What follows belongs to an exercise in optimizing a design on an open flow for small area, a short achievable clock period and few clock cycles per item; a production flow would make more cautious choices. The RTL was checked by simulation tests, not by an equivalence proof against the original design. No activity file was given, so power comes from the tool's default toggle rates.

==> flow/design.v <==
`default_nettype none
package msb_pkg;
   localparam int ACTION_WIDTH   = 2;
   localparam int STACK_ID_WIDTH = 2;
   localparam int VALUE_WIDTH    = 32;
   localparam int STATUS_WIDTH   = 2;
   localparam int STACK_SLOTS    = 2 ** STACK_ID_WIDTH;
   localparam int NUM_STACKS_DEFAULT = 4;
   localparam int CAPACITY_DEFAULT   = 16;
   localparam int DATA_WIDTH_DEFAULT = 32;
   typedef enum logic [ACTION_WIDTH-1:0] {
      ACT_PUSH = 2'd0,
      ACT_POP  = 2'd1,
      ACT_PEEK = 2'd2,
      ACT_NOP  = 2'd3
   } action_type;
   typedef enum logic [STATUS_WIDTH-1:0] {
      ST_OK    = 2'd0,
      ST_FULL  = 2'd1,
      ST_EMPTY = 2'd2
   } status_type;
   typedef enum logic {
      PH_IDLE = 1'b0,
      PH_EXEC = 1'b1
   } phase_type;
   typedef struct packed {
      action_type                       action;
      logic [STACK_ID_WIDTH-1:0]        stack_id;
      logic signed [VALUE_WIDTH-1:0]    value;
   } req_type;
   typedef struct packed {
      logic signed [VALUE_WIDTH-1:0]    data;
      status_type                       status;
   } rsp_type;
   typedef struct packed {
      logic start;
      logic out_free;
   } eng_ctrl_type;
   typedef struct packed {
      logic busy;
      logic done;
   } eng_stat_type;
endpackage
`default_nettype wire
`default_nettype none
module msb_ram #(
   parameter int WIDTH = 32,
   parameter int DEPTH = 16
) (
   input  wire logic                       clock,
   input  wire logic [DEPTH-1:0]           wr_en,
   input  wire logic [WIDTH-1:0]           wr_data,
   input  wire logic [DEPTH-1:0]           rd_sel,
   output      logic [WIDTH-1:0]           rd_data
);
   logic [WIDTH-1:0] mem [DEPTH];
   always_ff @(posedge clock) begin
      for (int i = 0; i < DEPTH; i++) begin
         if (wr_en[i]) begin
            mem[i] <= wr_data;
         end
      end
   end
   always_comb begin
      rd_data = '0;
      for (int i = 0; i < DEPTH; i++) begin
         rd_data = rd_data | (mem[i] & {WIDTH{rd_sel[i]}});
      end
   end
endmodule
`default_nettype wire
`default_nettype none
module msb_engine #(
   parameter int NUM_STACKS = msb_pkg::NUM_STACKS_DEFAULT,
   parameter int CAPACITY   = msb_pkg::CAPACITY_DEFAULT,
   parameter int DATA_WIDTH = msb_pkg::DATA_WIDTH_DEFAULT
) (
   input  wire logic                    clock,
   input  wire logic                    reset,
   input  wire logic                    req_valid,
   output      logic                    req_ready,
   input  wire msb_pkg::req_type        req,
   output      logic                    rsp_valid,
   input  wire logic                    rsp_ready,
   output      msb_pkg::rsp_type        rsp
);
   localparam int AW = $clog2(CAPACITY);
   localparam int NS = msb_pkg::STACK_SLOTS;
   logic [AW-1:0]       head_ff [NS];
   logic [NS-1:0]       ne_ff;           
   logic [AW-1:0]       link_ff [CAPACITY];
   logic [CAPACITY-1:0] used_ff;
   logic                rd_valid_ff;
   msb_pkg::status_type rd_status_ff;
   logic [CAPACITY-1:0] rd_sel_ff;       
   logic                main_valid_ff;
   msb_pkg::status_type main_status_ff;
   logic [DATA_WIDTH-1:0] main_data_ff;
   logic                rd_move;
   logic                room;
   logic                take;
   logic                rd_valid_in, main_valid_in;
   logic [CAPACITY-1:0] alloc_oh;
   logic [AW-1:0]       alloc_idx;
   logic                full;
   logic                accept;
   logic [NS-1:0]       sid_oh;
   logic [CAPACITY-1:0] head_oh [NS];
   logic [CAPACITY-1:0] is_self;
   logic [CAPACITY-1:0] top_sel;         
   logic [AW-1:0]       head_s;
   logic [AW-1:0]       below_s;
   logic                last_s;
   logic                ne_s;
   logic                is_push, is_pop, is_rd;
   logic                push_ok, pop_ok;
   msb_pkg::status_type status_new;
   logic [DATA_WIDTH-1:0] rd_data;
   always_comb begin
      alloc_oh  = '0;
      alloc_idx = '0;
      for (int i = CAPACITY - 1; i >= 0; i--) begin
         if (!used_ff[i]) begin
            alloc_oh    = '0;
            alloc_oh[i] = 1'b1;
            alloc_idx   = AW'(i);
         end
      end
      full = &used_ff;
   end
   always_comb begin
      for (int s = 0; s < NS; s++) begin
         for (int i = 0; i < CAPACITY; i++) begin
            head_oh[s][i] = ne_ff[s] && (head_ff[s] == AW'(i)) && (s < NUM_STACKS);
         end
      end
      for (int i = 0; i < CAPACITY; i++) begin
         is_self[i] = (link_ff[i] == AW'(i));
      end
   end
   assign room      = !rd_valid_ff || !main_valid_ff || rsp_ready;
   assign req_ready = room;
   assign accept    = req_valid && room;
   always_comb begin
      for (int s = 0; s < NS; s++) begin
         sid_oh[s] = (req.stack_id == msb_pkg::STACK_ID_WIDTH'(s));
      end
      top_sel = '0;
      for (int s = 0; s < NS; s++) begin
         top_sel = top_sel | (head_oh[s] & {CAPACITY{sid_oh[s]}});
      end
      ne_s    = ne_ff[req.stack_id] && (req.stack_id < msb_pkg::STACK_ID_WIDTH'(NUM_STACKS) || NUM_STACKS >= NS);
      head_s  = head_ff[req.stack_id];
      below_s = '0;
      for (int i = 0; i < CAPACITY; i++) begin
         below_s = below_s | (link_ff[i] & {AW{top_sel[i]}});
      end
      last_s  = |(top_sel & is_self);
   end
   assign is_push = (req.action == msb_pkg::ACT_PUSH);
   assign is_pop  = (req.action == msb_pkg::ACT_POP);
   assign is_rd   = (req.action == msb_pkg::ACT_POP) || (req.action == msb_pkg::ACT_PEEK);
   assign push_ok = is_push && !full && (req.stack_id < msb_pkg::STACK_ID_WIDTH'(NUM_STACKS) || NUM_STACKS >= NS);
   assign pop_ok  = is_pop && ne_s;
   always_comb begin
      if (is_push && !push_ok) begin
         status_new = msb_pkg::ST_FULL;
      end else if (is_rd && !ne_s) begin
         status_new = msb_pkg::ST_EMPTY;
      end else begin
         status_new = msb_pkg::ST_OK;
      end
   end
   always_ff @(posedge clock) begin
      if (reset) begin
         used_ff <= '0;
         ne_ff   <= '0;
      end else if (accept) begin
         if (push_ok) begin
            used_ff <= used_ff | alloc_oh;
            ne_ff[req.stack_id] <= 1'b1;
         end
         if (pop_ok) begin
            used_ff <= used_ff & ~top_sel;
            ne_ff[req.stack_id] <= !last_s;
         end
      end
   end
   always_ff @(posedge clock) begin
      if (accept) begin
         if (push_ok) begin
            head_ff[req.stack_id] <= alloc_idx;
         end
         if (pop_ok) begin
            head_ff[req.stack_id] <= below_s;
         end
      end
   end
   always_ff @(posedge clock) begin
      for (int i = 0; i < CAPACITY; i++) begin
         if (alloc_oh[i]) begin
            link_ff[i] <= ne_s ? head_s : AW'(i);
         end
      end
   end
   assign take    = main_valid_ff && rsp_ready;
   assign rd_move = rd_valid_ff && (!main_valid_ff || rsp_ready);
   always_comb begin
      rd_valid_in   = accept || (rd_valid_ff && !rd_move);
      main_valid_in = rd_move || (main_valid_ff && !take);
   end
   always_ff @(posedge clock) begin
      if (reset) begin
         rd_valid_ff   <= 1'b0;
         main_valid_ff <= 1'b0;
      end else begin
         rd_valid_ff   <= rd_valid_in;
         main_valid_ff <= main_valid_in;
      end
   end
   always_ff @(posedge clock) begin
      if (accept) begin
         rd_status_ff <= status_new;
         rd_sel_ff    <= top_sel & {CAPACITY{is_rd}};
      end
   end
   always_ff @(posedge clock) begin
      if (!main_valid_ff || rsp_ready) begin
         main_status_ff <= rd_status_ff;
         main_data_ff   <= rd_data;
      end
   end
   msb_ram #(
      .WIDTH (DATA_WIDTH),
      .DEPTH (CAPACITY)
   ) u_data_ram (
      .clock   (clock),
      .wr_en   (alloc_oh & {CAPACITY{room}}),
      .wr_data (req.value[DATA_WIDTH-1:0]),
      .rd_sel  (rd_sel_ff),
      .rd_data (rd_data)
   );
   assign rsp_valid  = main_valid_ff;
   assign rsp.status = main_status_ff;
   assign rsp.data   = msb_pkg::VALUE_WIDTH'(main_data_ff);
endmodule
`default_nettype wire
`default_nettype none
module multi_stack_shared_buffer_core #(
   parameter int NUM_STACKS = msb_pkg::NUM_STACKS_DEFAULT,
   parameter int CAPACITY   = msb_pkg::CAPACITY_DEFAULT,
   parameter int DATA_WIDTH = msb_pkg::DATA_WIDTH_DEFAULT
) (
   input  wire logic        clock,
   input  wire logic        reset,
   input  wire logic        req_tvalid,
   output      logic        req_tready,
   input  wire logic [31:0] req_tdata,    
   input  wire logic [3:0]  req_tuser,    
   output      logic        rsp_tvalid,
   input  wire logic        rsp_tready,
   output      logic [31:0] rsp_tdata,    
   output      logic [1:0]  rsp_tuser     
);
   msb_pkg::req_type req;
   msb_pkg::rsp_type rsp;
   assign req.action   = msb_pkg::action_type'(req_tuser[1:0]);
   assign req.stack_id = req_tuser[3:2];
   assign req.value    = req_tdata;
   msb_engine #(
      .NUM_STACKS (NUM_STACKS),
      .CAPACITY   (CAPACITY),
      .DATA_WIDTH (DATA_WIDTH)
   ) u_engine (
      .clock     (clock),
      .reset     (reset),
      .req_valid (req_tvalid),
      .req_ready (req_tready),
      .req       (req),
      .rsp_valid (rsp_tvalid),
      .rsp_ready (rsp_tready),
      .rsp       (rsp)
   );
   assign rsp_tdata = rsp.data;
   assign rsp_tuser = rsp.status;
endmodule
`default_nettype wire
clock: 4.0 ns
lec_check: 0
cap_margin: 20
core_margin: 2
core_utilization: 40
cts_buf_list: sky130_fd_sc_hd__clkbuf_8
setup_slack_margin: 1.9
slew_margin: 20
tns_end_percent: 0
run.sh (not shown) runs the stock make flow with config.mk's settings and CLKGATE_MAP_FILE= SYNTH_SCRIPT=/design/flow/synth_recipe.tcl, a recipe that flattens the netlist after the stock synthesis.
The baseline finished clean.
Testbench counts at the start, summed over its fixed seeds: cycles 8,016, items 8,000.
Then changed:
==> flow/flow/run.sh (new file) <==
#!/bin/bash
export BUFFER_PORTS_ARGS="-buffer_cell sky130_fd_sc_hd__buf_2"
export CTS_ARGS="-sink_clustering_enable -repair_clock_nets -dont_use_dummy_load -buf_list sky130_fd_sc_hd__clkbuf_16 -sink_clustering_size 24 -sink_clustering_max_diameter 70"
bash standard.sh > standard.log 2>&1
==> flow/standard.sh (new file) <==
#!/bin/bash
# synth_recipe.tcl (not shown) runs the flow's synth.tcl, then flattens the netlist and writes it again
# the make line also repeats each setting of config.mk as NAME=value (left out here)
make -C /OpenROAD-flow-scripts/flow DESIGN_CONFIG=/design/flow/config.mk WORK_HOME=/design/flow/orfs CLKGATE_MAP_FILE= SYNTH_SCRIPT=/design/flow/synth_recipe.tcl "${@:-finish}"
Settings changed: CORE_UTILIZATION 40 to 60, CTS_BUF_LIST sky130_fd_sc_hd__clkbuf_8 to sky130_fd_sc_hd__clkbuf_16, CTS_CLUSTER_DIAMETER set to 70, CTS_CLUSTER_SIZE set to 24.
removed: flow/run.sh
Core utilization is higher by 20 points.
Sequential share of layout area went up by 4.5 points.
Count of clock-buffer cells in the layout fell by 69.
Then changed:
==> flow/flow/run.sh (replaced) <==
#!/bin/bash
export BUFFER_PORTS_ARGS="-buffer_cell sky130_fd_sc_hd__buf_2"
export CTS_ARGS="-sink_clustering_enable -repair_clock_nets -dont_use_dummy_load -buf_list sky130_fd_sc_hd__clkbuf_8"
bash standard.sh > standard.log 2>&1
Settings changed: CORE_UTILIZATION 60 to 40, CTS_BUF_LIST sky130_fd_sc_hd__clkbuf_16 to sky130_fd_sc_hd__clkbuf_8, CTS_CLUSTER_DIAMETER 70 to unset, CTS_CLUSTER_SIZE 24 to unset.
Critical path depth went up by 2.
Non-clock buffer count went up by 15.
Total power went up by 8.0%.
Clock skew went up by 0.070 ns.
Final area went up by 4.3%.
Via count went up by 2.4%.
Synthesized cell count stays the same.
Final cell count went up by 19%.
Worst hold slack is worse by 0.021 ns.
Die area went up by 49%.
Worst setup slack is better by 0.090 ns.
Then changed:
==> flow/run.sh (new file) <==
#!/bin/bash
# synth_recipe.tcl (not shown) runs the flow's synth.tcl, then flattens the netlist and writes it again
# the make line also repeats each setting of config.mk as NAME=value (left out here)
make -C /OpenROAD-flow-scripts/flow DESIGN_CONFIG=/design/flow/config.mk WORK_HOME=/design/flow/orfs CLKGATE_MAP_FILE= SYNTH_SCRIPT=/design/flow/synth_recipe.tcl finish
Settings changed: CTS_BUF_LIST sky130_fd_sc_hd__clkbuf_8 to sky130_fd_sc_hd__clkbuf_16, CTS_CLUSTER_DIAMETER set to 70, CTS_CLUSTER_SIZE set to 24, SETUP_SLACK_MARGIN 1.9 to 2.3.
removed: flow/flow/run.sh
removed: flow/standard.sh
Fmax went up by 1.6%.
Synthesized cell count stays the same.
Final area went up by 0.61%.
Hold slack is better by 0.016 ns.
Sequential share of layout area went down by 0.36 points.

-- what the ideal ports hide --
No port has a modelled driver above. Below, the same layouts with a new extraction and two added sets of constraints.
Step 1, drivers: a clkbuf_16 drives clock and a buf_2 each remaining input, both assumed.
Step 2 adds t to the input delays and takes it off the output delays; t is the mean of the earliest and latest rising clock arrival at the registers after step 1. Input paths then give back, and output paths get back, about the clock's delay inside the block.
Three values: ideal ports, drivers, drivers and shift; two values: the first two.
| run | shift t [ns] | setup slack, ns | hold slack, ns | worst data-port slew with drivers (ns) |
|---|---|---|---|---|
| the first run | 0.732 | 1.615 / 1.636 / 0.905 | 0.418 / 0.418 / 0.418 | 0.10 |
| the second run | 0.607 | 1.468 / 1.471 / 0.865 | 0.438 / 0.438 / 0.438 | 0.08 |
| the third run | 0.704 | 1.558 / 1.550 / 0.846 | 0.418 / 0.417 / 0.418 | 0.11 |
| the fourth run | 0.637 | 1.597 / 1.610 / 0.973 | 0.434 / 0.434 / 0.434 | 0.10 |
After both steps setup and hold are still met in every run listed. The setup slack of the third run, which loses most, moves by -0.008 ns with the drivers and by -0.712 ns with both steps.
